Background: an optimization exercise with open tools, aiming at small area, a short achievable clock period and few clock cycles per item. Do not read the settings as production practice. Function was not checked in any run shown here: the RTL went through the layout flow alone. Power and IR drop assume default switching activity.

## flow/design.v (module list and top-level ports; edited modules follow where they fit)
// module csa_fa: 9 lines
// module binary_neuron: 865 lines
module binary_neuron (
    input  logic                    clk,
    input  logic                    reset,
    input  logic                    in_valid,
    output logic                    in_ready,
    input  logic [320:0]            in_req,
    output logic                    out_valid,
    input  logic                    out_ready,
    output logic [9:0]              out_sum
);
  // ...
==> flow/run.sh <==
#!/bin/bash
# synth_recipe.tcl (not shown) runs the flow's synth.tcl, then flattens the netlist and writes it again
# the make line also repeats each setting of config.mk as NAME=value (left out here)
make -C /OpenROAD-flow-scripts/flow DESIGN_CONFIG=/design/flow/config.mk WORK_HOME=/design/flow/orfs CLKGATE_MAP_FILE= SYNTH_SCRIPT=/design/flow/synth_recipe.tcl finish
==> flow/config.mk <==
export PLATFORM = sky130hd
export DESIGN_NAME = binary_neuron
export DESIGN_NICKNAME = binary_neuron
export VERILOG_FILES = /design/flow/design.v
export SDC_FILE = /design/flow/constraint.sdc
export NUM_CORES = 4
export LEC_CHECK = 0
export CAP_MARGIN = 20
export CORE_MARGIN = 2
export CORE_UTILIZATION = 40
export SLEW_MARGIN = 20
export SYNTH_HIERARCHICAL = 1
export SYNTH_MINIMUM_KEEP_SIZE = 0
==> flow/constraint.sdc <==
create_clock -name core_clock -period 6.0 [get_ports {clk}]
set_input_delay 1.2000 -clock core_clock [delete_from_list [all_inputs] [get_ports {clk}]]
set_output_delay 1.2000 -clock core_clock [all_outputs]
set_load 0.01 [all_outputs]
==> qor.log, run 1 <==
INFO  cts            clock_tree.htree_level_count=3
INFO  global_routing grt_util_all_layers=0.243
INFO  floorplanning  floorplan.initialDensity=0.410
INFO  final_layout   most-common-layout-cells=sky130_fd_sc_hd__clkdlybuf4s50_1, sky130_fd_sc_hd__fa_1, sky130_fd_sc_hd__nor2_1
INFO  critical_path  ff2ff_path_depth=10
INFO  critical_path  regToRegStartpoint=r_c254$_DFFE_PP_
INFO  synthesis      synth_area=10700um^2
INFO  worst_hold_path min_path_type=flop to flop
INFO  final_layout   ff_latch_area=2260um^2
INFO  routing        drt_wl_total=33600um
INFO  synthesis      yosysTopAreaCellShare=0.454
INFO  synthesis      synth_top_area_cell=sky130_fd_sc_hd__fa_1
INFO  critical_path  cell_count_along_the_critical_path=10
INFO  routing        avgViaCountPerCell=4.74
INFO  critical_path  cpMostUsedCell=sky130_fd_sc_hd__fa_1
INFO  place          placement.cell_area=14500um^2
INFO  routing        drt.antenna.violating_nets=0
INFO  cts            hold_buffers=0
INFO  final_layout   diodes=1
INFO  critical_path  critical_path_required=6.19ns
INFO  synthesis      synth_top_cells_by_count=sky130_fd_sc_hd__fa_1, sky130_fd_sc_hd__nor2_1, sky130_fd_sc_hd__xnor2_1
INFO  final_layout   comb.multi_input.count=797
INFO  synthesis      synth-main-ff-cell=sky130_fd_sc_hd__edfxtp_1
INFO  final_layout   inverters_excl_clock=24
INFO  place          place_hpwl=31600um
INFO  place          gpl.final_weighted_congestion=0.894
INFO  routing        dr.max_layer_used=met4
INFO  global_routing wire_length_of_the_first_global_routing_pass=49100um
INFO  sta            final.setup.tns=0ns
INFO  power          clockNetworkPower=594uW
INFO  cts            cts_root_buffer=sky130_fd_sc_hd__clkbuf_16
INFO  global_routing gr-total-overflow=0
INFO  critical_path  critical_path.endpoint_type=flop
INFO  sta            finalSetupViolCount=0
INFO  cts            post-cts-setup-buffer-count=0
INFO  routing        routed_wire_length_per_instance=21.2um
INFO  place          placement.io_buffers=336
INFO  final_layout   final_layout_size_suffix_gt1_frac=0.0160
INFO  status         outcome=no timing/DRC/antenna violations
INFO  synthesis      main_combinational_cell_family_by_area_after_synthesis=adder cells
INFO  final_layout   final_design_area_no_fill=14800um^2
==> run 2, diff against run 1 <==
--- a/flow/design.v
+++ b/flow/design.v
@@ -206,80 +206,18 @@
     wire p2_61 = in_req[75] ^ (~in_req[3] & (in_req[73] | in_req[74]));
     wire q3_61 = ~(in_req[76] ^ (~in_req[3] & (in_req[73] | in_req[74] | in_req[75])));
     wire p1_62 = in_req[70] ^ (~in_req[2] & in_req[69]);
     wire p2_62 = in_req[71] ^ (~in_req[2] & (in_req[69] | in_req[70]));
     wire q3_62 = ~(in_req[72] ^ (~in_req[2] & (in_req[69] | in_req[70] | in_req[71])));
     wire p1_63 = in_req[66] ^ (~in_req[1] & in_req[65]);
     wire p2_63 = in_req[67] ^ (~in_req[1] & (in_req[65] | in_req[66]));
     wire q3_63 = ~(in_req[68] ^ (~in_req[1] & (in_req[65] | in_req[66] | in_req[67])));
-    logic r_s147;
-    logic r_s149;
-    logic r_c64;
-    logic r_s151;
-    logic r_s153;
-    logic r_s155;
-    logic r_s245;
-    logic r_c152;
-    logic r_c154;
-    logic r_c156;
-    logic r_s247;
-    logic r_s249;
-    logic r_s251;
-    logic r_s253;
-    logic r_s255;
-    logic r_s257;
-    logic r_s259;
-    logic r_c250;
-    logic r_s349;
-    logic r_c252;
-    logic r_c254;
-    logic r_c256;
-    logic r_s351;
-    logic r_s353;
-    logic r_s355;
-    logic r_s357;
-    logic r_s359;
-    logic r_s361;
-    logic r_s363;
-    logic r_c258;
-    logic r_c260;
-    logic r_s365;
-    logic r_s367;
-    logic r_s369;
-    logic r_s407;
-    logic r_s409;
-    logic r_c360;
-    logic r_c362;
-    logic r_c364;
-    logic r_s411;
-    logic r_s413;
-    logic r_s415;
-    logic r_s417;
-    logic r_s419;
-    logic r_c366;
-    logic r_c368;
-    logic r_s421;
-    logic r_c370;
-    logic r_s423;
-    logic r_s425;
-    logic r_s453;
-    logic r_s455;
-    logic r_c422;
-    logic r_c424;
-    logic r_c426;
-    logic r_s457;
-    logic r_s459;
-    logic r_s461;
-    logic r_c458;
-    logic r_c460;
-    logic r_c462;
-    logic r_s483;
-    logic r_c484;
-    logic r_s63;
+    logic r1_s57, r1_s59, r1_s61, r1_s123, r1_s125, r1_s127, r1_s129, r1_s131, r1_s133, r1_s135, r1_c58, r1_c60, r1_c62, r1_s137, r1_s139, r1_s141, r1_s143, r1_s145, r1_c122, r1_c124, r1_c126, r1_c128, r1_c130, r1_c132, r1_c134, r1_c136, r1_s203, r1_s205, r1_s207, r1_s209, r1_s211, r1_s213, r1_s215, r1_s217, r1_s219, r1_s221, r1_s223, r1_s225, r1_s227, r1_s229, r1_s231, r1_c138, r1_c140, r1_c142, r1_c144, r1_c146, r1_s233, r1_s235, r1_s311, r1_s313, r1_c204, r1_c206, r1_c208, r1_c210, r1_c212, r1_c214, r1_c216, r1_c218, r1_c220, r1_c222, r1_c224, r1_c226, r1_c228, r1_c230, r1_c232, r1_s315, r1_s317, r1_s319, r1_s321, r1_s323, r1_s325, r1_s327, r1_s329, r1_s331, r1_s333, r1_s335, r1_s337, r1_s339, r1_s341, r1_c234, r1_c236, r1_c314, r1_c316, r1_c318, r1_c320, r1_c322, r1_c324, r1_c326, r1_c328, r1_c330, r1_c332, r1_c334, r1_c336, r1_c338, r1_c340, r1_c342, r1_s393, r1_s395, r1_s397, r1_s399, r1_s401, r1_s403, r1_s405, r1_c394, r1_c396, r1_c398, r1_c400, r1_c402, r1_c404, r1_c406;
+    logic r2_s387, r2_c272, r2_s389, r2_c386, r2_s441, r2_c388, r2_s443, r2_c390, r2_s445, r2_c442, r2_s469, r2_c444, r2_s471, r2_s473, r2_c446, r2_c468, r2_s485, r2_c470, r2_c472, r2_s487, r2_c474, r2_c488, r2_s497, r2_c498, r2_s63, r2_s157, r2_s271, r2_s159;
     wire s1 = ~(in_req[317] ^ in_req[313]);
     wire c2 = in_req[317] | in_req[313];
     wire s3, c4;
     csa_fa u_s3 (.a(in_req[309]), .b(in_req[305]), .c(in_req[301]), .s(s3), .co(c4));
     wire s5, c6;
     csa_fa u_s5 (.a(in_req[297]), .b(in_req[293]), .c(in_req[289]), .s(s5), .co(c6));
     wire s7, c8;
     csa_fa u_s7 (.a(in_req[285]), .b(in_req[281]), .c(in_req[277]), .s(s7), .co(c8));
@@ -333,17 +271,17 @@
     csa_fa u_s55 (.a(s33), .b(s35), .c(s37), .s(s55), .co(c56));
     wire s57, c58;
     csa_fa u_s57 (.a(s39), .b(s41), .c(s43), .s(s57), .co(c58));
     wire s59, c60;
     csa_fa u_s59 (.a(s45), .b(s47), .c(s49), .s(s59), .co(c60));
     wire s61, c62;
     csa_fa u_s61 (.a(s51), .b(s53), .c(s55), .s(s61), .co(c62));
     wire s63, c64;
-    csa_fa u_s63 (.a(s57), .b(s59), .c(s61), .s(s63), .co(c64));
+    csa_fa u_s63 (.a(r1_s57), .b(r1_s59), .c(r1_s61), .s(s63), .co(c64));
     wire s65 = ~(in_req[0] ^ p1_0);
     wire c66 = in_req[0] | p1_0;
     wire s67, c68;
     csa_fa u_s67 (.a(p1_1), .b(p1_2), .c(p1_3), .s(s67), .co(c68));
     wire s69, c70;
     csa_fa u_s69 (.a(p1_4), .b(p1_5), .c(p1_6), .s(s69), .co(c70));
     wire s71, c72;
     csa_fa u_s71 (.a(p1_7), .b(p1_8), .c(p1_9), .s(s71), .co(c72));
@@ -417,29 +355,29 @@
     csa_fa u_s139 (.a(c48), .b(c50), .c(c52), .s(s139), .co(c140));
     wire s141, c142;
     csa_fa u_s141 (.a(c54), .b(c56), .c(s109), .s(s141), .co(c142));
     wire s143, c144;
     csa_fa u_s143 (.a(s111), .b(s113), .c(s115), .s(s143), .co(c144));
     wire s145, c146;
     csa_fa u_s145 (.a(s117), .b(s119), .c(s121), .s(s145), .co(c146));
     wire s147, c148;
-    csa_fa u_s147 (.a(s123), .b(s125), .c(s127), .s(s147), .co(c148));
+    csa_fa u_s147 (.a(r1_s123), .b(r1_s125), .c(r1_s127), .s(s147), .co(c148));
     wire s149, c150;
-    csa_fa u_s149 (.a(s129), .b(s131), .c(s133), .s(s149), .co(c150));
+    csa_fa u_s149 (.a(r1_s129), .b(r1_s131), .c(r1_s133), .s(s149), .co(c150));
     wire s151, c152;
-    csa_fa u_s151 (.a(s135), .b(c58), .c(c60), .s(s151), .co(c152));
+    csa_fa u_s151 (.a(r1_s135), .b(r1_c58), .c(r1_c60), .s(s151), .co(c152));
     wire s153, c154;
-    csa_fa u_s153 (.a(c62), .b(s137), .c(s139), .s(s153), .co(c154));
+    csa_fa u_s153 (.a(r1_c62), .b(r1_s137), .c(r1_s139), .s(s153), .co(c154));
     wire s155, c156;
-    csa_fa u_s155 (.a(s141), .b(s143), .c(s145), .s(s155), .co(c156));
+    csa_fa u_s155 (.a(r1_s141), .b(r1_s143), .c(r1_s145), .s(s155), .co(c156));
     wire s157, c158;
-    csa_fa u_s157 (.a(r_s147), .b(r_s149), .c(r_c64), .s(s157), .co(c158));
+    csa_fa u_s157 (.a(s147), .b(s149), .c(c64), .s(s157), .co(c158));
     wire s159, c160;
-    csa_fa u_s159 (.a(r_s151), .b(r_s153), .c(r_s155), .s(s159), .co(c160));
+    csa_fa u_s159 (.a(s151), .b(s153), .c(s155), .s(s159), .co(c160));
     wire s161 = ~(p2_0 ^ p2_1);
     wire c162 = p2_0 | p2_1;
     wire s163, c164;
     csa_fa u_s163 (.a(p2_2), .b(p2_3), .c(p2_4), .s(s163), .co(c164));
     wire s165, c166;
     csa_fa u_s165 (.a(p2_5), .b(p2_6), .c(p2_7), .s(s165), .co(c166));
     wire s167, c168;
     csa_fa u_s167 (.a(p2_8), .b(p2_9), .c(p2_10), .s(s167), .co(c168));
@@ -489,67 +427,67 @@
     csa_fa u_s211 (.a(c86), .b(c88), .c(c90), .s(s211), .co(c212));
     wire s213, c214;
     csa_fa u_s213 (.a(c92), .b(c94), .c(c96), .s(s213), .co(c214));
     wire s215, c216;
     csa_fa u_s215 (.a(c98), .b(c100), .c(c102), .s(s215), .co(c216));
     wire s217, c218;
     csa_fa u_s217 (.a(c104), .b(c106), .c(c108), .s(s217), .co(c218));
     wire s219, c220;
-    csa_fa u_s219 (.a(c110), .b(c112), .c(c114), .s(s219), .co(c220));
+    csa_fa u_s219 (.a(s161), .b(s163), .c(s165), .s(s219), .co(c220));
     wire s221, c222;
-    csa_fa u_s221 (.a(c116), .b(c118), .c(c120), .s(s221), .co(c222));
+    csa_fa u_s221 (.a(s167), .b(s169), .c(s171), .s(s221), .co(c222));
     wire s223, c224;
-    csa_fa u_s223 (.a(c122), .b(s161), .c(s163), .s(s223), .co(c224));
+    csa_fa u_s223 (.a(s173), .b(s175), .c(s177), .s(s223), .co(c224));
     wire s225, c226;
-    csa_fa u_s225 (.a(s165), .b(s167), .c(s169), .s(s225), .co(c226));
+    csa_fa u_s225 (.a(s179), .b(s181), .c(s183), .s(s225), .co(c226));
     wire s227, c228;
-    csa_fa u_s227 (.a(s171), .b(s173), .c(s175), .s(s227), .co(c228));
+    csa_fa u_s227 (.a(s185), .b(s187), .c(s189), .s(s227), .co(c228));
     wire s229, c230;
-    csa_fa u_s229 (.a(s177), .b(s179), .c(s181), .s(s229), .co(c230));
+    csa_fa u_s229 (.a(s191), .b(s193), .c(s195), .s(s229), .co(c230));
     wire s231, c232;
-    csa_fa u_s231 (.a(s183), .b(s185), .c(s187), .s(s231), .co(c232));
+    csa_fa u_s231 (.a(s197), .b(s199), .c(s201), .s(s231), .co(c232));
     wire s233, c234;
-    csa_fa u_s233 (.a(s189), .b(s191), .c(s193), .s(s233), .co(c234));
+    csa_fa u_s233 (.a(c110), .b(c112), .c(c114), .s(s233), .co(c234));
     wire s235, c236;
-    csa_fa u_s235 (.a(s195), .b(s197), .c(s199), .s(s235), .co(c236));
+    csa_fa u_s235 (.a(c116), .b(c118), .c(c120), .s(s235), .co(c236));
     wire s237, c238;
-    csa_fa u_s237 (.a(s201), .b(s203), .c(s205), .s(s237), .co(c238));
+    csa_fa u_s237 (.a(r1_c122), .b(r1_c124), .c(r1_c126), .s(s237), .co(c238));
     wire s239, c240;
-    csa_fa u_s239 (.a(s207), .b(s209), .c(s211), .s(s239), .co(c240));
+    csa_fa u_s239 (.a(r1_c128), .b(r1_c130), .c(r1_c132), .s(s239), .co(c240));
     wire s241, c242;
-    csa_fa u_s241 (.a(s213), .b(s215), .c(s217), .s(s241), .co(c242));
+    csa_fa u_s241 (.a(r1_c134), .b(r1_c136), .c(r1_s203), .s(s241), .co(c242));
     wire s243, c244;
-    csa_fa u_s243 (.a(c124), .b(c126), .c(c128), .s(s243), .co(c244));
+    csa_fa u_s243 (.a(r1_s205), .b(r1_s207), .c(r1_s209), .s(s243), .co(c244));
     wire s245, c246;
-    csa_fa u_s245 (.a(c130), .b(c132), .c(c134), .s(s245), .co(c246));
+    csa_fa u_s245 (.a(r1_s211), .b(r1_s213), .c(r1_s215), .s(s245), .co(c246));
     wire s247, c248;
-    csa_fa u_s247 (.a(c136), .b(c138), .c(c140), .s(s247), .co(c248));
+    csa_fa u_s247 (.a(r1_s217), .b(r1_s219), .c(r1_s221), .s(s247), .co(c248));
     wire s249, c250;
-    csa_fa u_s249 (.a(c142), .b(c144), .c(c146), .s(s249), .co(c250));
+    csa_fa u_s249 (.a(r1_s223), .b(r1_s225), .c(r1_s227), .s(s249), .co(c250));
     wire s251, c252;
-    csa_fa u_s251 (.a(s219), .b(s221), .c(s223), .s(s251), .co(c252));
+    csa_fa u_s251 (.a(r1_s229), .b(r1_s231), .c(r1_c138), .s(s251), .co(c252));
     wire s253, c254;
-    csa_fa u_s253 (.a(s225), .b(s227), .c(s229), .s(s253), .co(c254));
+    csa_fa u_s253 (.a(r1_c140), .b(r1_c142), .c(r1_c144), .s(s253), .co(c254));
     wire s255, c256;
-    csa_fa u_s255 (.a(s231), .b(s233), .c(s235), .s(s255), .co(c256));
+    csa_fa u_s255 (.a(r1_c146), .b(r1_s233), .c(r1_s235), .s(s255), .co(c256));
     wire s257, c258;
-    csa_fa u_s257 (.a(s237), .b(s239), .c(s241), .s(s257), .co(c258));
+    csa_fa u_s257 (.a(c148), .b(c150), .c(s237), .s(s257), .co(c258));
     wire s259, c260;
-    csa_fa u_s259 (.a(c148), .b(c150), .c(s243), .s(s259), .co(c260));
+    csa_fa u_s259 (.a(s239), .b(s241), .c(s243), .s(s259), .co(c260));
     wire s261, c262;
-    csa_fa u_s261 (.a(r_s245), .b(r_c152), .c(r_c154), .s(s261), .co(c262));
+    csa_fa u_s261 (.a(s245), .b(s247), .c(s249), .s(s261), .co(c262));
     wire s263, c264;
-    csa_fa u_s263 (.a(r_c156), .b(r_s247), .c(r_s249), .s(s263), .co(c264));
+    csa_fa u_s263 (.a(c152), .b(c154), .c(c156), .s(s263), .co(c264));
     wire s265, c266;
-    csa_fa u_s265 (.a(r_s251), .b(r_s253), .c(r_s255), .s(s265), .co(c266));
+    csa_fa u_s265 (.a(s251), .b(s253), .c(s255), .s(s265), .co(c266));
     wire s267, c268;
-    csa_fa u_s267 (.a(r_s257), .b(r_s259), .c(c158), .s(s267), .co(c268));
+    csa_fa u_s267 (.a(s257), .b(s259), .c(s261), .s(s267), .co(c268));
     wire s269, c270;
-    csa_fa u_s269 (.a(c160), .b(s261), .c(s263), .s(s269), .co(c270));
+    csa_fa u_s269 (.a(c158), .b(c160), .c(s263), .s(s269), .co(c270));
     wire s271, c272;
     csa_fa u_s271 (.a(s265), .b(s267), .c(s269), .s(s271), .co(c272));
     wire s273 = ~(q3_0 ^ q3_1);
     wire c274 = q3_0 | q3_1;
     wire s275, c276;
     csa_fa u_s275 (.a(q3_2), .b(q3_3), .c(q3_4), .s(s275), .co(c276));
     wire s277, c278;
     csa_fa u_s277 (.a(q3_5), .b(q3_6), .c(q3_7), .s(s277), .co(c278));
@@ -613,264 +551,393 @@
     csa_fa u_s335 (.a(s287), .b(s289), .c(s291), .s(s335), .co(c336));
     wire s337, c338;
     csa_fa u_s337 (.a(s293), .b(s295), .c(s297), .s(s337), .co(c338));
     wire s339, c340;
     csa_fa u_s339 (.a(s299), .b(s301), .c(s303), .s(s339), .co(c340));
     wire s341, c342;
     csa_fa u_s341 (.a(s305), .b(s307), .c(s309), .s(s341), .co(c342));
     wire s343, c344;
-    csa_fa u_s343 (.a(s311), .b(s313), .c(c204), .s(s343), .co(c344));
+    csa_fa u_s343 (.a(r1_s311), .b(r1_s313), .c(r1_c204), .s(s343), .co(c344));
     wire s345, c346;
-    csa_fa u_s345 (.a(c206), .b(c208), .c(c210), .s(s345), .co(c346));
+    csa_fa u_s345 (.a(r1_c206), .b(r1_c208), .c(r1_c210), .s(s345), .co(c346));
     wire s347, c348;
-    csa_fa u_s347 (.a(c212), .b(c214), .c(c216), .s(s347), .co(c348));
+    csa_fa u_s347 (.a(r1_c212), .b(r1_c214), .c(r1_c216), .s(s347), .co(c348));
     wire s349, c350;
-    csa_fa u_s349 (.a(c218), .b(c220), .c(c222), .s(s349), .co(c350));
+    csa_fa u_s349 (.a(r1_c218), .b(r1_c220), .c(r1_c222), .s(s349), .co(c350));
     wire s351, c352;
-    csa_fa u_s351 (.a(c224), .b(c226), .c(c228), .s(s351), .co(c352));
+    csa_fa u_s351 (.a(r1_c224), .b(r1_c226), .c(r1_c228), .s(s351), .co(c352));
     wire s353, c354;
-    csa_fa u_s353 (.a(c230), .b(c232), .c(c234), .s(s353), .co(c354));
+    csa_fa u_s353 (.a(r1_c230), .b(r1_c232), .c(r1_s315), .s(s353), .co(c354));
     wire s355, c356;
-    csa_fa u_s355 (.a(c236), .b(s315), .c(s317), .s(s355), .co(c356));
+    csa_fa u_s355 (.a(r1_s317), .b(r1_s319), .c(r1_s321), .s(s355), .co(c356));
     wire s357, c358;
-    csa_fa u_s357 (.a(s319), .b(s321), .c(s323), .s(s357), .co(c358));
+    csa_fa u_s357 (.a(r1_s323), .b(r1_s325), .c(r1_s327), .s(s357), .co(c358));
     wire s359, c360;
-    csa_fa u_s359 (.a(s325), .b(s327), .c(s329), .s(s359), .co(c360));
+    csa_fa u_s359 (.a(r1_s329), .b(r1_s331), .c(r1_s333), .s(s359), .co(c360));
     wire s361, c362;
-    csa_fa u_s361 (.a(s331), .b(s333), .c(s335), .s(s361), .co(c362));
+    csa_fa u_s361 (.a(r1_s335), .b(r1_s337), .c(r1_s339), .s(s361), .co(c362));
     wire s363, c364;
-    csa_fa u_s363 (.a(s337), .b(s339), .c(s341), .s(s363), .co(c364));
+    csa_fa u_s363 (.a(r1_s341), .b(r1_c234), .c(r1_c236), .s(s363), .co(c364));
     wire s365, c366;
     csa_fa u_s365 (.a(c238), .b(c240), .c(c242), .s(s365), .co(c366));
     wire s367, c368;
     csa_fa u_s367 (.a(c244), .b(c246), .c(s343), .s(s367), .co(c368));
     wire s369, c370;
     csa_fa u_s369 (.a(s345), .b(s347), .c(c248), .s(s369), .co(c370));
     wire s371, c372;
-    csa_fa u_s371 (.a(r_c250), .b(r_s349), .c(r_c252), .s(s371), .co(c372));
+    csa_fa u_s371 (.a(c250), .b(s349), .c(s351), .s(s371), .co(c372));
     wire s373, c374;
-    csa_fa u_s373 (.a(r_c254), .b(r_c256), .c(r_s351), .s(s373), .co(c374));
+    csa_fa u_s373 (.a(s353), .b(s355), .c(s357), .s(s373), .co(c374));
     wire s375, c376;
-    csa_fa u_s375 (.a(r_s353), .b(r_s355), .c(r_s357), .s(s375), .co(c376));
+    csa_fa u_s375 (.a(s359), .b(s361), .c(c252), .s(s375), .co(c376));
     wire s377, c378;
-    csa_fa u_s377 (.a(r_s359), .b(r_s361), .c(r_s363), .s(s377), .co(c378));
+    csa_fa u_s377 (.a(c254), .b(c256), .c(s363), .s(s377), .co(c378));
     wire s379, c380;
-    csa_fa u_s379 (.a(r_c258), .b(r_c260), .c(r_s365), .s(s379), .co(c380));
+    csa_fa u_s379 (.a(c258), .b(c260), .c(s365), .s(s379), .co(c380));
     wire s381, c382;
-    csa_fa u_s381 (.a(r_s367), .b(c262), .c(c264), .s(s381), .co(c382));
+    csa_fa u_s381 (.a(s367), .b(c262), .c(s369), .s(s381), .co(c382));
     wire s383, c384;
-    csa_fa u_s383 (.a(r_s369), .b(c266), .c(s371), .s(s383), .co(c384));
+    csa_fa u_s383 (.a(s371), .b(s373), .c(c264), .s(s383), .co(c384));
     wire s385, c386;
-    csa_fa u_s385 (.a(s373), .b(s375), .c(s377), .s(s385), .co(c386));
+    csa_fa u_s385 (.a(c266), .b(s375), .c(s377), .s(s385), .co(c386));
     wire s387, c388;
-    csa_fa u_s387 (.a(s379), .b(c268), .c(c270), .s(s387), .co(c388));
+    csa_fa u_s387 (.a(s379), .b(c268), .c(s381), .s(s387), .co(c388));
     wire s389, c390;
-    csa_fa u_s389 (.a(s381), .b(s383), .c(s385), .s(s389), .co(c390));
+    csa_fa u_s389 (.a(c270), .b(s383), .c(s385), .s(s389), .co(c390));
     wire s391, c392;
-    csa_fa u_s391 (.a(c272), .b(s387), .c(s389), .s(s391), .co(c392));
+    csa_fa u_s391 (.a(r2_s387), .b(r2_c272), .c(r2_s389), .s(s391), .co(c392));
     wire s393 = ~(c274 ^ c276);
     wire c394 = c274 | c276;
     wire s395, c396;
     csa_fa u_s395 (.a(c278), .b(c280), .c(c282), .s(s395), .co(c396));
     wire s397, c398;
     csa_fa u_s397 (.a(c284), .b(c286), .c(c288), .s(s397), .co(c398));
     wire s399, c400;
     csa_fa u_s399 (.a(c290), .b(c292), .c(c294), .s(s399), .co(c400));
     wire s401, c402;
     csa_fa u_s401 (.a(c296), .b(c298), .c(c300), .s(s401), .co(c402));
     wire s403, c404;
     csa_fa u_s403 (.a(c302), .b(c304), .c(c306), .s(s403), .co(c404));
     wire s405, c406;
     csa_fa u_s405 (.a(c308), .b(c310), .c(c312), .s(s405), .co(c406));
     wire s407, c408;
-    csa_fa u_s407 (.a(c314), .b(c316), .c(c318), .s(s407), .co(c408));
+    csa_fa u_s407 (.a(r1_c314), .b(r1_c316), .c(r1_c318), .s(s407), .co(c408));
     wire s409, c410;
-    csa_fa u_s409 (.a(c320), .b(c322), .c(c324), .s(s409), .co(c410));
+    csa_fa u_s409 (.a(r1_c320), .b(r1_c322), .c(r1_c324), .s(s409), .co(c410));
     wire s411, c412;
-    csa_fa u_s411 (.a(c326), .b(c328), .c(c330), .s(s411), .co(c412));
+    csa_fa u_s411 (.a(r1_c326), .b(r1_c328), .c(r1_c330), .s(s411), .co(c412));
     wire s413, c414;
-    csa_fa u_s413 (.a(c332), .b(c334), .c(c336), .s(s413), .co(c414));
+    csa_fa u_s413 (.a(r1_c332), .b(r1_c334), .c(r1_c336), .s(s413), .co(c414));
     wire s415, c416;
-    csa_fa u_s415 (.a(c338), .b(c340), .c(c342), .s(s415), .co(c416));
+    csa_fa u_s415 (.a(r1_c338), .b(r1_c340), .c(r1_c342), .s(s415), .co(c416));
     wire s417, c418;
-    csa_fa u_s417 (.a(s393), .b(s395), .c(s397), .s(s417), .co(c418));
+    csa_fa u_s417 (.a(r1_s393), .b(r1_s395), .c(r1_s397), .s(s417), .co(c418));
     wire s419, c420;
-    csa_fa u_s419 (.a(s399), .b(s401), .c(s403), .s(s419), .co(c420));
+    csa_fa u_s419 (.a(r1_s399), .b(r1_s401), .c(r1_s403), .s(s419), .co(c420));
     wire s421, c422;
-    csa_fa u_s421 (.a(s405), .b(c344), .c(c346), .s(s421), .co(c422));
+    csa_fa u_s421 (.a(r1_s405), .b(c344), .c(c346), .s(s421), .co(c422));
     wire s423, c424;
     csa_fa u_s423 (.a(c348), .b(c350), .c(c352), .s(s423), .co(c424));
     wire s425, c426;
     csa_fa u_s425 (.a(c354), .b(c356), .c(c358), .s(s425), .co(c426));
     wire s427, c428;
-    csa_fa u_s427 (.a(r_s407), .b(r_s409), .c(r_c360), .s(s427), .co(c428));
+    csa_fa u_s427 (.a(s407), .b(s409), .c(c360), .s(s427), .co(c428));
     wire s429, c430;
-    csa_fa u_s429 (.a(r_c362), .b(r_c364), .c(r_s411), .s(s429), .co(c430));
+    csa_fa u_s429 (.a(c362), .b(s411), .c(s413), .s(s429), .co(c430));
     wire s431, c432;
-    csa_fa u_s431 (.a(r_s413), .b(r_s415), .c(r_s417), .s(s431), .co(c432));
+    csa_fa u_s431 (.a(s415), .b(s417), .c(s419), .s(s431), .co(c432));
     wire s433, c434;
-    csa_fa u_s433 (.a(r_s419), .b(r_c366), .c(r_c368), .s(s433), .co(c434));
+    csa_fa u_s433 (.a(c364), .b(c366), .c(c368), .s(s433), .co(c434));
     wire s435, c436;
-    csa_fa u_s435 (.a(r_s421), .b(r_c370), .c(c372), .s(s435), .co(c436));
+    csa_fa u_s435 (.a(s421), .b(c370), .c(c372), .s(s435), .co(c436));
     wire s437, c438;
-    csa_fa u_s437 (.a(c374), .b(c376), .c(r_s423), .s(s437), .co(c438));
+    csa_fa u_s437 (.a(c374), .b(s423), .c(s425), .s(s437), .co(c438));
     wire s439, c440;
-    csa_fa u_s439 (.a(r_s425), .b(c378), .c(s427), .s(s439), .co(c440));
+    csa_fa u_s439 (.a(s427), .b(s429), .c(s431), .s(s439), .co(c440));
     wire s441, c442;
-    csa_fa u_s441 (.a(s429), .b(s431), .c(c380), .s(s441), .co(c442));
+    csa_fa u_s441 (.a(c376), .b(c378), .c(c380), .s(s441), .co(c442));
     wire s443, c444;
-    csa_fa u_s443 (.a(s433), .b(c382), .c(c384), .s(s443), .co(c444));
+    csa_fa u_s443 (.a(s433), .b(c382), .c(s435), .s(s443), .co(c444));
     wire s445, c446;
-    csa_fa u_s445 (.a(s435), .b(s437), .c(c386), .s(s445), .co(c446));
+    csa_fa u_s445 (.a(s437), .b(s439), .c(c384), .s(s445), .co(c446));
     wire s447, c448;
-    csa_fa u_s447 (.a(s439), .b(s441), .c(c388), .s(s447), .co(c448));
+    csa_fa u_s447 (.a(r2_c386), .b(r2_s441), .c(r2_c388), .s(s447), .co(c448));
     wire s449, c450;
-    csa_fa u_s449 (.a(s443), .b(c390), .c(s445), .s(s449), .co(c450));
+    csa_fa u_s449 (.a(r2_s443), .b(r2_c390), .c(r2_s445), .s(s449), .co(c450));
     wire s451, c452;
     csa_fa u_s451 (.a(s447), .b(c392), .c(s449), .s(s451), .co(c452));
-    wire s453 = ~(c394 ^ c396);
-    wire c454 = c394 | c396;
+    wire s453 = ~(r1_c394 ^ r1_c396);
+    wire c454 = r1_c394 | r1_c396;
     wire s455, c456;
-    csa_fa u_s455 (.a(c398), .b(c400), .c(c402), .s(s455), .co(c456));
+    csa_fa u_s455 (.a(r1_c398), .b(r1_c400), .c(r1_c402), .s(s455), .co(c456));
     wire s457, c458;
-    csa_fa u_s457 (.a(c404), .b(c406), .c(c408), .s(s457), .co(c458));
+    csa_fa u_s457 (.a(r1_c404), .b(r1_c406), .c(c408), .s(s457), .co(c458));
     wire s459, c460;
     csa_fa u_s459 (.a(c410), .b(c412), .c(c414), .s(s459), .co(c460));
     wire s461, c462;
     csa_fa u_s461 (.a(c416), .b(c418), .c(c420), .s(s461), .co(c462));
     wire s463, c464;
-    csa_fa u_s463 (.a(r_s453), .b(r_s455), .c(r_c422), .s(s463), .co(c464));
+    csa_fa u_s463 (.a(s453), .b(s455), .c(c422), .s(s463), .co(c464));
     wire s465, c466;
-    csa_fa u_s465 (.a(r_c424), .b(r_c426), .c(r_s457), .s(s465), .co(c466));
+    csa_fa u_s465 (.a(c424), .b(c426), .c(s457), .s(s465), .co(c466));
     wire s467, c468;
     csa_fa u_s467 (.a(c428), .b(c430), .c(c432), .s(s467), .co(c468));
     wire s469, c470;
-    csa_fa u_s469 (.a(r_s459), .b(r_s461), .c(c434), .s(s469), .co(c470));
+    csa_fa u_s469 (.a(s459), .b(s461), .c(s463), .s(s469), .co(c470));
     wire s471, c472;
-    csa_fa u_s471 (.a(s463), .b(c436), .c(c438), .s(s471), .co(c472));
+    csa_fa u_s471 (.a(c434), .b(c436), .c(c438), .s(s471), .co(c472));
     wire s473, c474;
     csa_fa u_s473 (.a(s465), .b(c440), .c(s467), .s(s473), .co(c474));
     wire s475, c476;
-    csa_fa u_s475 (.a(c442), .b(s469), .c(c444), .s(s475), .co(c476));
+    csa_fa u_s475 (.a(r2_c442), .b(r2_s469), .c(r2_c444), .s(s475), .co(c476));
     wire s477, c478;
-    csa_fa u_s477 (.a(s471), .b(c446), .c(s473), .s(s477), .co(c478));
+    csa_fa u_s477 (.a(r2_s471), .b(r2_s473), .c(r2_c446), .s(s477), .co(c478));
     wire s479, c480;
     csa_fa u_s479 (.a(c448), .b(s475), .c(c450), .s(s479), .co(c480));
     wire s481, c482;
-    csa_fa u_s481 (.a(s477), .b(s479), .c(c452), .s(s481), .co(c482));
+    csa_fa u_s481 (.a(s477), .b(c452), .c(s479), .s(s481), .co(c482));
     wire s483 = ~(c454 ^ c456);
     wire c484 = c454 | c456;
     wire s485, c486;
-    csa_fa u_s485 (.a(r_c458), .b(r_c460), .c(r_c462), .s(s485), .co(c486));
+    csa_fa u_s485 (.a(c458), .b(c460), .c(c462), .s(s485), .co(c486));
     wire s487, c488;
-    csa_fa u_s487 (.a(r_s483), .b(c464), .c(c466), .s(s487), .co(c488));
+    csa_fa u_s487 (.a(s483), .b(c464), .c(c466), .s(s487), .co(c488));
     wire s489, c490;
-    csa_fa u_s489 (.a(c468), .b(s485), .c(c470), .s(s489), .co(c490));
+    csa_fa u_s489 (.a(r2_c468), .b(r2_s485), .c(r2_c470), .s(s489), .co(c490));
     wire s491, c492;
-    csa_fa u_s491 (.a(c472), .b(s487), .c(c474), .s(s491), .co(c492));
+    csa_fa u_s491 (.a(r2_c472), .b(r2_s487), .c(r2_c474), .s(s491), .co(c492));
     wire s493, c494;
-    csa_fa u_s493 (.a(s489), .b(c476), .c(c478), .s(s493), .co(c494));
+    csa_fa u_s493 (.a(s489), .b(c476), .c(s491), .s(s493), .co(c494));
     wire s495, c496;
-    csa_fa u_s495 (.a(s491), .b(c480), .c(s493), .s(s495), .co(c496));
-    wire s497 = ~(r_c484 ^ c486);
-    wire c498 = r_c484 | c486;
+    csa_fa u_s495 (.a(c478), .b(s493), .c(c480), .s(s495), .co(c496));
+    wire s497 = ~(c484 ^ c486);
+    wire c498 = c484 | c486;
     wire s499, c500;
-    csa_fa u_s499 (.a(c488), .b(s497), .c(c490), .s(s499), .co(c500));
+    csa_fa u_s499 (.a(r2_c488), .b(r2_s497), .c(c490), .s(s499), .co(c500));
     wire s501, c502;
     csa_fa u_s501 (.a(c492), .b(s499), .c(c494), .s(s501), .co(c502));
-    wire s503 = ~(c498 ^ c500);
-    wire c504 = c498 | c500;
-    wire [9:0] row_a = {c504, s503, c496, s495, s481, s451, s391, s271, s157, r_s63};
-    wire [9:0] row_b = {1'b0, c502, s501, c482, 1'b0, 1'b0, 1'b0, 1'b0, s159, 1'b0};
+    wire s503 = ~(r2_c498 ^ c500);
+    wire c504 = r2_c498 | c500;
+    wire [9:0] row_a = {c504, s503, s501, s495, s481, s451, s391, r2_s271, r2_s157, r2_s63};
+    wire [9:0] row_b = {1'b0, c502, c496, c482, 1'b0, 1'b0, 1'b0, 1'b0, r2_s159, 1'b0};
     wire [9:0] total = row_a + row_b;
-    logic s1_valid;
-    logic out_free;
-    assign out_free = !out_valid || out_ready;
-    assign in_ready = !s1_valid || out_free;
+    logic         accept, pop;
+    logic [3:0] pending, pending_next;
+    assign accept = in_valid && in_ready;
+    assign pop    = out_valid && out_ready;
+    always_comb begin
+        case ({accept, pop})
+            2'b10:   pending_next = {pending[2:0], 1'b1};
+            2'b01:   pending_next = {1'b0, pending[3:1]};
+            default: pending_next = pending;
+        endcase
+    end
+    always_ff @(posedge clk) begin
+        if (reset) begin
+            pending  <= '0;
+            in_ready <= 1'b1;
+        end else begin
+            pending  <= pending_next;
+            in_ready <= !pending_next[3];
+        end
+    end
+    logic [2:1] stage_valid;
     always_ff @(posedge clk) begin
         if (reset) begin
-            s1_valid <= 1'b0;
-        end else if (in_ready) begin
-            s1_valid <= in_valid;
+            stage_valid <= '0;
+        end else begin
+            stage_valid <= {stage_valid[1:1], accept};
         end
     end
     always_ff @(posedge clk) begin
-        if (in_valid && in_ready) begin
-            r_s147 <= s147;
-            r_s149 <= s149;
-            r_c64 <= c64;
-            r_s151 <= s151;
-            r_s153 <= s153;
-            r_s155 <= s155;
-            r_s245 <= s245;
-            r_c152 <= c152;
-            r_c154 <= c154;
-            r_c156 <= c156;
-            r_s247 <= s247;
-            r_s249 <= s249;
-            r_s251 <= s251;
-            r_s253 <= s253;
-            r_s255 <= s255;
-            r_s257 <= s257;
-            r_s259 <= s259;
-            r_c250 <= c250;
-            r_s349 <= s349;
-            r_c252 <= c252;
-            r_c254 <= c254;
-            r_c256 <= c256;
-            r_s351 <= s351;
-            r_s353 <= s353;
-            r_s355 <= s355;
-            r_s357 <= s357;
-            r_s359 <= s359;
-            r_s361 <= s361;
-            r_s363 <= s363;
-            r_c258 <= c258;
-            r_c260 <= c260;
-            r_s365 <= s365;
-            r_s367 <= s367;
-            r_s369 <= s369;
-            r_s407 <= s407;
-            r_s409 <= s409;
-            r_c360 <= c360;
-            r_c362 <= c362;
-            r_c364 <= c364;
-            r_s411 <= s411;
-            r_s413 <= s413;
-            r_s415 <= s415;
-            r_s417 <= s417;
-            r_s419 <= s419;
-            r_c366 <= c366;
-            r_c368 <= c368;
-            r_s421 <= s421;
-            r_c370 <= c370;
-            r_s423 <= s423;
-            r_s425 <= s425;
-            r_s453 <= s453;
-            r_s455 <= s455;
-            r_c422 <= c422;
-            r_c424 <= c424;
-            r_c426 <= c426;
-            r_s457 <= s457;
-            r_s459 <= s459;
-            r_s461 <= s461;
-            r_c458 <= c458;
-            r_c460 <= c460;
-            r_c462 <= c462;
-            r_s483 <= s483;
-            r_c484 <= c484;
-            r_s63 <= s63;
+        r1_s57 <= s57;
+        r1_s59 <= s59;
+        r1_s61 <= s61;
+        r1_s123 <= s123;
+        r1_s125 <= s125;
+        r1_s127 <= s127;
+        r1_s129 <= s129;
+        r1_s131 <= s131;
+        r1_s133 <= s133;
+        r1_s135 <= s135;
+        r1_c58 <= c58;
+        r1_c60 <= c60;
+        r1_c62 <= c62;
+        r1_s137 <= s137;
+        r1_s139 <= s139;
+        r1_s141 <= s141;
+        r1_s143 <= s143;
+        r1_s145 <= s145;
+        r1_c122 <= c122;
+        r1_c124 <= c124;
+        r1_c126 <= c126;
+        r1_c128 <= c128;
+        r1_c130 <= c130;
+        r1_c132 <= c132;
+        r1_c134 <= c134;
+        r1_c136 <= c136;
+        r1_s203 <= s203;
+        r1_s205 <= s205;
+        r1_s207 <= s207;
+        r1_s209 <= s209;
+        r1_s211 <= s211;
+        r1_s213 <= s213;
+        r1_s215 <= s215;
+        r1_s217 <= s217;
+        r1_s219 <= s219;
+        r1_s221 <= s221;
+        r1_s223 <= s223;
+        r1_s225 <= s225;
+        r1_s227 <= s227;
+        r1_s229 <= s229;
+        r1_s231 <= s231;
+        r1_c138 <= c138;
+        r1_c140 <= c140;
+        r1_c142 <= c142;
+        r1_c144 <= c144;
+        r1_c146 <= c146;
+        r1_s233 <= s233;
+        r1_s235 <= s235;
+        r1_s311 <= s311;
+        r1_s313 <= s313;
+        r1_c204 <= c204;
+        r1_c206 <= c206;
+        r1_c208 <= c208;
+        r1_c210 <= c210;
+        r1_c212 <= c212;
+        r1_c214 <= c214;
+        r1_c216 <= c216;
+        r1_c218 <= c218;
+        r1_c220 <= c220;
+        r1_c222 <= c222;
+        r1_c224 <= c224;
+        r1_c226 <= c226;
+        r1_c228 <= c228;
+        r1_c230 <= c230;
+        r1_c232 <= c232;
+        r1_s315 <= s315;
+        r1_s317 <= s317;
+        r1_s319 <= s319;
+        r1_s321 <= s321;
+        r1_s323 <= s323;
+        r1_s325 <= s325;
+        r1_s327 <= s327;
+        r1_s329 <= s329;
+        r1_s331 <= s331;
+        r1_s333 <= s333;
+        r1_s335 <= s335;
+        r1_s337 <= s337;
+        r1_s339 <= s339;
+        r1_s341 <= s341;
+        r1_c234 <= c234;
+        r1_c236 <= c236;
+        r1_c314 <= c314;
+        r1_c316 <= c316;
+        r1_c318 <= c318;
+        r1_c320 <= c320;
+        r1_c322 <= c322;
+        r1_c324 <= c324;
+        r1_c326 <= c326;
+        r1_c328 <= c328;
+        r1_c330 <= c330;
+        r1_c332 <= c332;
+        r1_c334 <= c334;
+        r1_c336 <= c336;
+        r1_c338 <= c338;
+        r1_c340 <= c340;
+        r1_c342 <= c342;
+        r1_s393 <= s393;
+        r1_s395 <= s395;
+        r1_s397 <= s397;
+        r1_s399 <= s399;
+        r1_s401 <= s401;
+        r1_s403 <= s403;
+        r1_s405 <= s405;
+        r1_c394 <= c394;
+        r1_c396 <= c396;
+        r1_c398 <= c398;
+        r1_c400 <= c400;
+        r1_c402 <= c402;
+        r1_c404 <= c404;
+        r1_c406 <= c406;
+    end
+    always_ff @(posedge clk) begin
+        r2_s387 <= s387;
+        r2_c272 <= c272;
+        r2_s389 <= s389;
+        r2_c386 <= c386;
+        r2_s441 <= s441;
+        r2_c388 <= c388;
+        r2_s443 <= s443;
+        r2_c390 <= c390;
+        r2_s445 <= s445;
+        r2_c442 <= c442;
+        r2_s469 <= s469;
+        r2_c444 <= c444;
+        r2_s471 <= s471;
+        r2_s473 <= s473;
+        r2_c446 <= c446;
+        r2_c468 <= c468;
+        r2_s485 <= s485;
+        r2_c470 <= c470;
+        r2_c472 <= c472;
+        r2_s487 <= s487;
+        r2_c474 <= c474;
+        r2_c488 <= c488;
+        r2_s497 <= s497;
+        r2_c498 <= c498;
+        r2_s63 <= s63;
+        r2_s157 <= s157;
+        r2_s271 <= s271;
+        r2_s159 <= s159;
+    end
+    logic [9:0]      q_data [0:2];
+    logic [2:0]    q_wr, q_rd, q_occ;
+    logic [9:0]      q_head;
+    logic            q_empty;
+    logic            result;        
+    logic            head_load;     
+    logic            q_push, q_pull;
+    assign result    = stage_valid[2];
+    assign q_empty   = !q_occ[0];
+    assign head_load = !out_valid || out_ready;
+    assign q_pull    = head_load && !q_empty;
+    assign q_push    = result && !(head_load && q_empty);
+    always_ff @(posedge clk) begin
+        if (reset) begin
+            q_wr  <= 3'd1;
+            q_rd  <= 3'd1;
+            q_occ <= '0;
+        end else begin
+            if (q_push) q_wr <= {q_wr[1:0], q_wr[2]};
+            if (q_pull) q_rd <= {q_rd[1:0], q_rd[2]};
+            case ({q_push, q_pull})
+                2'b10:   q_occ <= {q_occ[1:0], 1'b1};
+                2'b01:   q_occ <= {1'b0, q_occ[2:1]};
+                default: ;
+            endcase
+        end
+    end
+    always_ff @(posedge clk) begin
+        for (int i = 0; i < 3; i++) begin
+            if (q_push && q_wr[i]) q_data[i] <= total;
+        end
+    end
+    always_comb begin
+        q_head = '0;
+        for (int i = 0; i < 3; i++) begin
+            q_head = q_head | (q_data[i] & {10{q_rd[i]}});
         end
     end
     always_ff @(posedge clk) begin
         if (reset) begin
             out_valid <= 1'b0;
-        end else if (out_free) begin
-            out_valid <= s1_valid;
+        end else if (head_load) begin
+            out_valid <= !q_empty || result;
         end
     end
     always_ff @(posedge clk) begin
-        if (s1_valid && out_free) begin
-            out_sum <= total;
+        if (head_load) begin
+            out_sum <= q_empty ? total : q_head;
         end
     end
 endmodule
==> flow/flow/run.sh (new file) <==
#!/bin/bash
# The standard layout (standard.sh: ORFS synthesis to final layout), with
# one change: the input and output ports are buffered with the smallest
# buffer, sky130_fd_sc_hd__buf_1, instead of the cell buffer_ports picks by
# default (clkdlybuf4s50_1).  Later repair steps may still resize them.
set -euo pipefail
export BUFFER_PORTS_ARGS="-buffer_cell sky130_fd_sc_hd__buf_1"
bash standard.sh > standard_flow.log 2>&1
==> flow/standard.sh (new file) <==
#!/bin/bash
# synth_recipe.tcl (not shown) runs the flow's synth.tcl, then flattens the netlist and writes it again
# the make line also repeats each setting of config.mk as NAME=value (left out here)
make -C /OpenROAD-flow-scripts/flow DESIGN_CONFIG=/design/flow/config.mk WORK_HOME=/design/flow/orfs CLKGATE_MAP_FILE= SYNTH_SCRIPT=/design/flow/synth_recipe.tcl "${@:-finish}"
removed: flow/run.sh
==> run 2 against run 1 <==
Net effect: via count increased by 15%; sequential cell count increased by 119; area after synthesis is 24% higher; die area increased by 23%; clock power is about 90% higher; critical path depth is 2 lower; count of clock-buffer cells in the layout increased by 9; setup slack gained 1.0 ns; critical endpoint is now out_sum[9]$_DFFE_PN_.
==> qor.log, run 2 <==
INFO  synthesis      synth_area_leaders=sky130_fd_sc_hd__fa_1, sky130_fd_sc_hd__dfxtp_1, sky130_fd_sc_hd__edfxtp_1
INFO  power          post-layout-total-power=9970uW
INFO  floorplanning  floorplan.rows=66
INFO  synthesis      synth_area=13300um^2 [+24%]
INFO  routing        drt_pre_antenna_iters=5
INFO  cts            clock_tree_from_tritoncts=done
INFO  power          power.density_cell_area=638nW/um^2
INFO  synthesis      synth_top_area_cell=sky130_fd_sc_hd__fa_1
INFO  critical_path  ff2ff_path_depth=8 [-2]
INFO  routing        via_total_after_detailed_routing=8608
INFO  critical_path  critPathKind=flop to flop
INFO  floorplanning  placeableCoreArea=32600um^2
INFO  critical_path  critical_path.endpoint_type=flop
INFO  synthesis      yosysSeqAreaShare=0.325
INFO  final_layout   fin_nets=2036
INFO  worst_hold_path min_path_type=flop to flop
INFO  synthesis      post_synth_mux_area_share=0.00227
INFO  worst_hold_path holdPathEnd=stage_valid[2]$_SDFF_PP0_
INFO  routing        met2_wirelength=17300um
INFO  status         outcome=no timing/DRC/antenna violations
INFO  cts            clock_path_buffers=2
INFO  cts            clock_tree.htree_level_count=4 [+1]
INFO  synthesis      yosys.cell_count.top_type=sky130_fd_sc_hd__fa_1
INFO  routing        avgViaCountPerCell=4.52 [-4.6%]
INFO  synthesis      synth_cell_types=33
INFO  routing        wl_met3=1210um
INFO  routing        drc_violations_left=0
INFO  global_routing grt_max_degree=27
INFO  routing        dr.max_layer_used=met4
INFO  sta            worst_hold_slack=0.453ns
INFO  cts            cts-buffers-inserted=17
INFO  cts            cts_root_buffer=sky130_fd_sc_hd__clkbuf_16
INFO  final_layout   layout_commonest_cell=sky130_fd_sc_hd__buf_1
INFO  routing        drt.antenna.violating_nets=0 [unchanged]
INFO  global_routing grt_util_all_layers=0.195 [-0.0487]
INFO  cts            clock_slew_at_the_register_clock_pins_of_the_worst_setup_and_hold_paths=0.07ns
INFO  synthesis      syn_area_per_cell=12.0um^2
INFO  critical_path  critical_path_required=6.19ns [about the same]
INFO  global_routing gr-total-overflow=0 [unchanged]
INFO  critical_path  critical_path_peak_fanout=4
INFO  final_layout   final_layout_size_suffix_gt1_frac=0.0239 [+0.00791]
INFO  synthesis      main_combinational_cell_family_by_area_after_synthesis=adder cells
INFO  global_routing antenna_found_initial=0
INFO  cts            post-cts-setup-buffer-count=0 [unchanged]
INFO  cts            cts_resized=0
INFO  place          placement.io_buffers=336 [unchanged]
INFO  place          place_hpwl=28500um [-9.9%]
INFO  floorplanning  design.die.area=34600um^2
INFO  synthesis      asyncSetResetFlopFracSynth=0
INFO  critical_path  regToRegSetupSlack=2.75ns
INFO  synthesis      yosys_warnings=8
INFO  final_layout   top_registers=q_data: 30 flops, out_sum: 10 flops, pending: 4 flops
INFO  critical_path  crit_arrival=3.44ns
INFO  synthesis      synth_top_cells_by_count=sky130_fd_sc_hd__fa_1, sky130_fd_sc_hd__nor2_1, sky130_fd_sc_hd__dfxtp_1
INFO  routing        drt-met1-wl=13100um
INFO  synthesis      post_synth_fa_ha_maj_area_fraction=0.383
INFO  floorplanning  die_y=186um
INFO  sta            max_clock_freq=308MHz
INFO  synthesis      synthesis.instances=1104
INFO  synthesis      yosysTopAreaCellShare=0.367 [-0.0874]
INFO  worst_hold_path hold_start=stage_valid[1]$_SDFF_PP0_
INFO  final_layout   largest_register_ffs=30
INFO  global_routing grt_pass1_vias=9413
INFO  worst_hold_path hold_path_depth=1
INFO  job            drv.max_cap_violation_count=0
INFO  final_layout   most-common-layout-cells=sky130_fd_sc_hd__buf_1, sky130_fd_sc_hd__fa_1, sky130_fd_sc_hd__nor2_1
INFO  final_layout   fin_cells=1906
INFO  sta            report.final.hold_viol_count=0
INFO  sta            grt_setup_unrepaired=false
INFO  routing        first_iter_violations=304
INFO  place          place_inst=1874
INFO  sta            skew=0.0116ns
INFO  synthesis      edff_count_synth=40
INFO  final_layout   diodes=0 [-1]
INFO  synthesis      synth-main-ff-cell=sky130_fd_sc_hd__dfxtp_1
INFO  synthesis      synth_nets=1689
INFO  sta            post-route-min-period=3.25ns
INFO  sta            final_max_slew_viol_count=0
INFO  place          gpl.final_weighted_congestion=0.878 [-1.8%]
INFO  power          ir_drop=0.000606V
INFO  synthesis      synth-seq-cells=195
INFO  synthesis      synth_area_in_compound_gates=0.0214
INFO  synthesis      synth_xor_xnor_area_share=0.132
INFO  sta            finalSetupViolCount=0 [unchanged]
INFO  sta            worstMarginPinSlew=1.03ns
INFO  synthesis      post_synth_and_or_nand_nor_area_fraction=0.125
INFO  final_layout   filler_cell_count=3052
INFO  routing        drt_wl_total=32000um [-4.8%]
INFO  sta            final.setup.tns=0ns [unchanged]
INFO  critical_path  regToRegStartpoint=r2_c468$_DFF_P_
INFO  critical_path  timing.critical_path.from_type=flop
INFO  floorplanning  floorplan.initialDensity=0.406 [-0.00335]
INFO  floorplanning  ioPinCount=337
INFO  cts            hold_buffers=0 [unchanged]
INFO  sta            final.period_utilization=0.542
INFO  routing        routed_wire_length_per_instance=16.8um [-21%]
INFO  cts            clock_insertion_delay_at_the_later_pin_of_the_skew_report=0.44ns
INFO  power          power.leakage=0.00578uW
INFO  cts            cts.sinks=195
INFO  critical_path  worst_r2r_endpoint=out_sum[9]$_DFFE_PN_
INFO  sta            slew-limit-headroom=0.312
INFO  final_layout   largest_register=q_data
INFO  final_layout   syn2layout_area_growth=17.9%
INFO  floorplanning  floorplan.die.width=186um
INFO  global_routing wire_length_of_the_first_global_routing_pass=49200um [+0.21%]
run 2: changes by cell type after synthesis, moves of 7 or more:
cell | before | now
sky130_fd_sc_hd__dfxtp_1 | 2 | 155
sky130_fd_sc_hd__inv_1 | 24 | 33
sky130_fd_sc_hd__nor2_1 | 195 | 217
sky130_fd_sc_hd__a222oi_1 | 0 | 10
sky130_fd_sc_hd__edfxtp_1 | 74 | 40
sky130_fd_sc_hd__a21oi_1 | 3 | 14
sky130_fd_sc_hd__nand2_1 | 2 | 9
run 2: kinds of logic (layout without fill, tap and decap cells):
logic type | Yosys count | in the layout
AND/OR/NAND/NOR | 368 | 368
adder cells (fa/ha/maj) | 260 | 260
XOR/XNOR | 199 | 199
flip-flops | 195 | 195
buffers and inverters | 41 | 401
AO/OA/AOI/OAI | 38 | 38
multiplexers | 3 | 3
run 2: where the power goes:
part / leakage (uW) / internal (uW) / switching, uW
sequential: 0.00168 / 2420 / 336
combinational: 0.00381 / 2790 / 3300
clock: 0.000289 / 610 / 520
run 2: critical path, stage by stage (launching register included):
cell	delay, ns
sky130_fd_sc_hd__dfxtp_1	0.32
sky130_fd_sc_hd__fa_1	0.50
sky130_fd_sc_hd__fa_1	0.51
sky130_fd_sc_hd__fa_1	0.41
sky130_fd_sc_hd__ha_1	0.36
sky130_fd_sc_hd__a21o_1	0.23
sky130_fd_sc_hd__a221oi_2	0.30
sky130_fd_sc_hd__xor2_1	0.16
sky130_fd_sc_hd__o21a_1	0.20
run 2: worst max-delay path by stage:
stage / startpoint / endpoint / slack (ns) / depth (start not counted)
after global placement: r2_c468$_DFF_P_ / out_sum[9]$_DFFE_PN_ / 2.85 / 8
after CTS: r2_c468$_DFF_P_ / out_sum[9]$_DFFE_PN_ / 2.74 / 8
after floorplan: r2_c468$_DFF_P_ / out_sum[9]$_DFFE_PN_ / 2.95 / 8
final: r2_c468$_DFF_P_ / out_sum[9]$_DFFE_PN_ / 2.75 / 8
after global routing: r2_c468$_DFF_P_ / out_sum[9]$_DFFE_PN_ / 2.64 / 8
after detailed placement: r2_c468$_DFF_P_ / out_sum[9]$_DFFE_PN_ / 2.76 / 8
run 2: routing by layer:
metal / up-vias / GRT usage
met5: - / 0
met3: 19 / 0.0297
met1: 4153 / 0.237
met2: 223 / 0.362
met4: 0 / 0.0419
li1: 4213 / -
run 2: cell type report:
cell class / count / area [um^2] / area share
Sequential cell: 195 / 4300 / 0.275
Inverter: 33 / 124 / 0.00793
Multi-Input combinational cell: 868 / 8790 / 0.563
Clock inverter: 13 / 141 / 0.00905
Clock buffer: 19 / 453 / 0.0290
Timing Repair Buffer: 336 / 1260 / 0.0807
Tap cell: 442 / 553 / 0.0354
run 2: metrics by stage:
step	utilization	setup slack (ns)	instance area [um^2]
floorplan	-	2.95	13300
global placement	0.461	2.85	15000
detailed placement	0.461	2.76	15000
CTS	0.479	2.74	15600
global route	0.479	2.64	15600
finish	0.479	2.75	15600
run 2: Yosys stat by module, one instance, submodules excluded:
module / cell area [um^2] / flip-flops and latches / cells inside
binary_neuron: 8390 / 195 / 861
csa_fa: 20.0 / 0 / 1

-- afterwards: timing with drivers on the ports --
The results above use ideal ports. As a check the final layouts listed here were re-extracted and re-timed, cells and wires unchanged. Step 1 sets driving cells, clkbuf_16 on the clock port and buf_2 on the other inputs (assumed; they add their load-dependent delay and slew). Step 2, shift: input delay + t, output delay - t, t = (earliest + latest rising clock arrival at the registers) / 2. This alone moves slack from input paths to output paths. Slacks: ideal / step 1 / step 2; pairs: ideal / step 1.
run	t, ns	slack for setup (ns)	worst hold slack (ns)	worst setup path at the end
run 1	0.382	1.704 / 1.704 / 1.491	0.428 / 0.428 / 0.428	input to register
run 2	0.478	2.751 / 2.751 / 2.751	0.453 / 0.453 / 0.453	register to register
After both steps setup and hold are still met in every run listed. The setup slack of run 1, which loses most, moves by 0.000 ns with the drivers and by -0.213 ns with both steps.
